Source: an optimization exercise on an open RTL-to-GDS flow (aim: small area, a short achievable clock period and few clock cycles per item). Production flows keep margins and buffers that such runs may drop.
The RTL was checked by simulation tests, not by an equivalence proof against the original design.

== raven ==
// xtea_core
module xtea_core (
    input  logic         clock,
    input  logic         reset_n,
    input  logic         in_valid,
    output logic         in_ready,
    input  logic         mode,
    input  logic [31:0]  data_in1,
    input  logic [31:0]  data_in2,
    input  logic [127:0] key_in,
    output logic         out_valid,
    input  logic         out_ready,
    output logic [31:0]  data_out1,
    output logic [31:0]  data_out2,
    output logic         busy
);
==> module xtea_core, before the edit <==
module xtea_core (
    input  logic         clock,
    input  logic         reset_n,
    input  logic         in_valid,
    output logic         in_ready,
    input  logic         mode,
    input  logic [31:0]  data_in1,
    input  logic [31:0]  data_in2,
    input  logic [127:0] key_in,
    output logic         out_valid,
    input  logic         out_ready,
    output logic [31:0]  data_out1,
    output logic [31:0]  data_out2,
    output logic         busy
);
    localparam logic [31:0] DELTA   = 32'h9E3779B9;
    logic         prep;     
    logic         run;      
    logic         full;     
    logic         nrdy;     
    logic         ph;       
    logic         mode_q;
    logic [31:0]  x;
    logic [31:0]  y;
    logic [5:0]   n;        
    logic [31:0]  kk;       
    logic [127:0] key_q;
    logic         idle;
    logic         prep_nx;
    logic         run_nx;
    logic         full_nx;
    logic         idle_nx;
    logic         accept;
    logic         last;
    logic         fin_dec;
    logic [1:0]   idx;      
    logic [5:0]   n_nx;
    logic         ph_nx;
    logic [1:0]   idx_nx;
    logic [31:0]  sum;      
    logic [31:0]  sums [33];
    logic [31:0]  kw;
    logic [31:0]  mx;
    logic [31:0]  y_new;
    function automatic logic [31:0] add_bk(input logic [31:0] a, input logic [31:0] b,
                                           input logic cin);
        logic [32:0] gg;
        logic [32:0] pp;
        logic [31:0] p;
        p  = a ^ b;
        gg = {a & b, cin};
        pp = {p, 1'b0};
        for (int d = 1; d < 33; d = d * 2) begin
            for (int i = 2 * d - 1; i < 33; i = i + 2 * d) begin
                gg[i] = gg[i] | (pp[i] & gg[i - d]);
                pp[i] = pp[i] & pp[i - d];
            end
        end
        for (int d = 16; d >= 1; d = d / 2) begin
            for (int i = 3 * d - 1; i < 33; i = i + 2 * d) begin
                gg[i] = gg[i] | (pp[i] & gg[i - d]);
                pp[i] = pp[i] & pp[i - d];
            end
        end
        add_bk = p ^ gg[31:0];
    endfunction
    assign idle      = !prep && !run;
    assign in_ready  = !nrdy;
    assign accept    = in_valid && in_ready;
    assign out_valid = full;
    assign busy      = prep || run || full;
    for (genvar i = 0; i < 33; i++) begin : g_sum
        assign sums[i] = 32'(i * DELTA);
    end
    assign sum = sums[n];
    always_comb begin
        if (idle) begin
            n_nx   = mode ? 6'd32 : 6'd0;
            ph_nx  = 1'b0;
            idx_nx = mode ? sums[32][12:11] : sums[0][1:0];
        end else begin
            n_nx   = ph ? n : (mode_q ? n - 6'd1 : n + 6'd1);
            ph_nx  = !ph;
            idx_nx = (ph_nx ^ mode_q) ? sums[n_nx][12:11] : sums[n_nx][1:0];
        end
    end
    always_comb begin
        case (idx)
            2'd0:    kw = key_q[127:96];
            2'd1:    kw = key_q[95:64];
            2'd2:    kw = key_q[63:32];
            default: kw = key_q[31:0];
        endcase
    end
    assign mx    = ((y << 4) ^ (y >> 5)) + y;
    assign y_new = x + (mx ^ kk ^ {32{mode_q}}) + {31'd0, mode_q};
    assign last    = !ph && (mode_q ? (n == 6'd0) : n[5]);
    assign fin_dec = last && mode_q;
    assign prep_nx = accept;
    assign run_nx  = prep || (run && !last);
    assign full_nx = (run && last) || (full && !out_ready);
    assign idle_nx = !prep_nx && !run_nx;
    always_ff @(posedge clock or negedge reset_n) begin
        if (!reset_n) begin
            prep   <= 1'b0;
            run    <= 1'b0;
            full   <= 1'b0;
            nrdy   <= 1'b0;
        end else begin
            prep   <= prep_nx;
            run    <= run_nx;
            full   <= full_nx;
            nrdy   <= !(idle_nx && !full_nx);
        end
    end
    always_ff @(posedge clock) begin
        if (run) begin
            x <= fin_dec ? y_new : y;
            if (!fin_dec) y <= y_new;
        end else if (accept) begin
            x      <= data_in1;
            y      <= data_in2;
            mode_q <= mode;
        end else if (prep && mode_q) begin
            x <= y;
            y <= x;
        end
        if (idle) key_q <= key_in;
        n   <= n_nx;
        ph  <= ph_nx;
        idx <= idx_nx;
        kk <= add_bk(sum, kw, 1'b0);
    end
    assign data_out1 = x;
    assign data_out2 = y;
endmodule
Settings: LEC_CHECK=0, CAP_MARGIN=20, CORE_MARGIN=2, CORE_UTILIZATION=55, SLEW_MARGIN=20; clock period 12.0 ns.
standard.sh (not shown) runs the stock make flow with config.mk's settings and CLKGATE_MAP_FILE= SYNTH_SCRIPT=/design/flow/synth_recipe.tcl, a recipe that flattens the netlist after the stock synthesis.
==> flow/flow/run.sh <==
#!/bin/bash
# Layout flow: the standard flow with these changes:
# - synthesis: the standard flow's synthesis script (flow/synth.tcl) with ABC mapping by flow/map.abc,
#   run into syn/; its netlist is then handed to the standard flow as SYNTH_NETLIST_FILES;
# - the ports are buffered by the smallest buffer cell (buf_1);
# - clock tree synthesis adds no dummy loads, uses clkbuf_8 and clusters up to 14 sinks;
set -euo pipefail
here=$(pwd)
export FLOW_ABC_SCRIPT=$here/flow/map.abc
make -C "$FLOW_HOME" DESIGN_CONFIG="$here/config.mk" WORK_HOME="$here/syn" CLKGATE_MAP_FILE= \
  SYNTH_SCRIPT="$here/flow/synth.tcl" synth > synth.log 2>&1
export SYNTH_NETLIST_FILES=$here/syn/results/$FLOW_PLATFORM/xtea_core/base/1_2_yosys.v
export BUFFER_PORTS_ARGS="-buffer_cell sky130_fd_sc_hd__buf_1"
export CTS_ARGS="-sink_clustering_enable -repair_clock_nets -dont_use_dummy_load -buf_list {sky130_fd_sc_hd__clkbuf_8} -sink_clustering_size 14 -sink_clustering_max_diameter 80"
export SETUP_SLACK_MARGIN=7.3
bash standard.sh > flow.log 2>&1
==> flow/flow/map.abc <==
&get -n
&st
&dch
&nf {D}
&put
buffer
upsize {D}
dnsize {D}
==> flow/flow/synth.tcl <==
# The standard flow's synthesis script (synth_recipe.tcl) with one change: Yosys's abc calls map the logic
# with the ABC script named by $::env(FLOW_ABC_SCRIPT) instead of ORFS's abc_speed.script.
proc synth {args} { yosys synth -nofsm -noshare {*}$args }
proc abc {args} {
  set i [lsearch -exact $args -script]
  if {$i >= 0} {
    set args [lreplace $args $i [expr {$i + 1}] -script $::env(FLOW_ABC_SCRIPT)]
  }
  yosys abc {*}$args
}
source $::env(SCRIPTS_DIR)/synth.tcl
# left out here: clear keep_hierarchy, flatten, clean up, hide names made inside functions, write 1_2_yosys.v
Testbench counts of raven, summed over its fixed seeds: cycles 25,728, items 384.
Input changes introduced in onyx (baseline for comparison: raven):
==> flow/design.v <==
module xtea_core (
    input  logic         clock,
    input  logic         reset_n,
    input  logic         in_valid,
    output logic         in_ready,
    input  logic         mode,
    input  logic [31:0]  data_in1,
    input  logic [31:0]  data_in2,
    input  logic [127:0] key_in,
    output logic         out_valid,
    input  logic         out_ready,
    output logic [31:0]  data_out1,
    output logic [31:0]  data_out2,
    output logic         busy
);
    localparam logic [31:0] DELTA   = 32'h9E3779B9;
    logic         prep;     
    logic         post;     
    logic         run;      
    logic         full;     
    logic         nrdy;     
    logic         ph;       
    logic         mode_q;
    logic [31:0]  x;
    logic [31:0]  y;
    logic [5:0]   n;        
    logic [31:0]  kk;       
    logic [127:0] key_q;
    logic         idle;
    logic         prep_nx;
    logic         run_nx;
    logic         post_nx;
    logic         full_nx;
    logic         idle_nx;
    logic         accept;
    logic         last;
    logic [1:0]   idx;      
    logic [5:0]   n_nx;
    logic         ph_nx;
    logic [1:0]   idx_nx;
    logic [31:0]  sum;      
    logic [31:0]  sums [33];
    logic [31:0]  kw;
    logic [31:0]  mx;
    logic [31:0]  y_new;
    function automatic logic [31:0] add_bk(input logic [31:0] a, input logic [31:0] b,
                                           input logic cin);
        logic [32:0] gg;
        logic [32:0] pp;
        logic [31:0] p;
        p  = a ^ b;
        gg = {a & b, cin};
        pp = {p, 1'b0};
        for (int d = 1; d < 33; d = d * 2) begin
            for (int i = 2 * d - 1; i < 33; i = i + 2 * d) begin
                gg[i] = gg[i] | (pp[i] & gg[i - d]);
                pp[i] = pp[i] & pp[i - d];
            end
        end
        for (int d = 16; d >= 1; d = d / 2) begin
            for (int i = 3 * d - 1; i < 33; i = i + 2 * d) begin
                gg[i] = gg[i] | (pp[i] & gg[i - d]);
                pp[i] = pp[i] & pp[i - d];
            end
        end
        add_bk = p ^ gg[31:0];
    endfunction
    assign idle      = !prep && !run && !post;
    assign in_ready  = !nrdy;
    assign accept    = in_valid && in_ready;
    assign out_valid = full;
    assign busy      = prep || run || post || full;
    for (genvar i = 0; i < 33; i++) begin : g_sum
        assign sums[i] = 32'(i * DELTA);
    end
    assign sum = sums[n];
    always_comb begin
        if (idle) begin
            n_nx   = mode ? 6'd32 : 6'd0;
            ph_nx  = 1'b0;
            idx_nx = mode ? sums[32][12:11] : sums[0][1:0];
        end else begin
            n_nx   = ph ? n : (mode_q ? n - 6'd1 : n + 6'd1);
            ph_nx  = !ph;
            idx_nx = (ph_nx ^ mode_q) ? sums[n_nx][12:11] : sums[n_nx][1:0];
        end
    end
    always_comb begin
        case (idx)
            2'd0:    kw = key_q[127:96];
            2'd1:    kw = key_q[95:64];
            2'd2:    kw = key_q[63:32];
            default: kw = key_q[31:0];
        endcase
    end
    assign mx    = ((y << 4) ^ (y >> 5)) + y;
    assign y_new = x + (mx ^ kk ^ {32{mode_q}}) + {31'd0, mode_q};
    assign last    = !ph && (mode_q ? (n == 6'd0) : n[5]);
    assign prep_nx = accept;
    assign run_nx  = prep || (run && !last);
    assign post_nx = run && last && mode_q;
    assign full_nx = (run && last && !mode_q) || post || (full && !out_ready);
    assign idle_nx = !prep_nx && !run_nx && !post_nx;
    always_ff @(posedge clock or negedge reset_n) begin
        if (!reset_n) begin
            prep   <= 1'b0;
            run    <= 1'b0;
            post   <= 1'b0;
            full   <= 1'b0;
            nrdy   <= 1'b0;
        end else begin
            prep   <= prep_nx;
            run    <= run_nx;
            post   <= post_nx;
            full   <= full_nx;
            nrdy   <= !(idle_nx && !full_nx);
        end
    end
    always_ff @(posedge clock) begin
        if (run) begin
            x <= y;
            y <= y_new;
        end else if (accept) begin
            x      <= data_in1;
            y      <= data_in2;
            mode_q <= mode;
        end else if ((prep && mode_q) || post) begin
            x <= y;
            y <= x;
        end
        if (idle) key_q <= key_in;
        n   <= n_nx;
        ph  <= ph_nx;
        idx <= idx_nx;
        kk <= add_bk(sum, kw, 1'b0);
    end
    assign data_out1 = x;
    assign data_out2 = y;
endmodule
## What came out
onyx ends up with lower number of standard cells in the layout, taps in and fillers out than raven does. Fill cell total of the finished layout on onyx is down relative to raven. Critical path depth, onyx and raven, higher one = onyx. Met3 capacity usage during global routing: onyx vs raven down 0.54 points. Between onyx and raven, the maximum frequency does not differ in any meaningful way. Relative to raven, sequential cell area share has increased by 0.69 points in onyx.
Testbench counts of onyx, summed over its fixed seeds: cycles 25,917, items 384.

## what the ideal ports hide
Ports are ideal in the flow. The routed layouts listed here were re-timed in OpenROAD.
Step 1 sets driving cells, clkbuf_16 on the clock port and buf_2 on the other inputs (assumed; they add their load-dependent delay and slew).
Step 2 times the ports against the registers' clock, not the clock port: input delays grow and output delays shrink by t, the midpoint of the rising clock arrivals with the driver on.
Slacks: ideal ports / drivers / drivers and shift; pairs: ideal ports / drivers.
| run | t (ns) | setup slack, ns | worst setup path after step 2 |
|---|---|---|---|
| raven | 0.566 | 7.444 / 7.444 / 7.444 | register to register |
| onyx | 0.592 | 7.456 / 7.456 / 7.456 | register to register |
After both steps setup and hold are still met in every run listed.
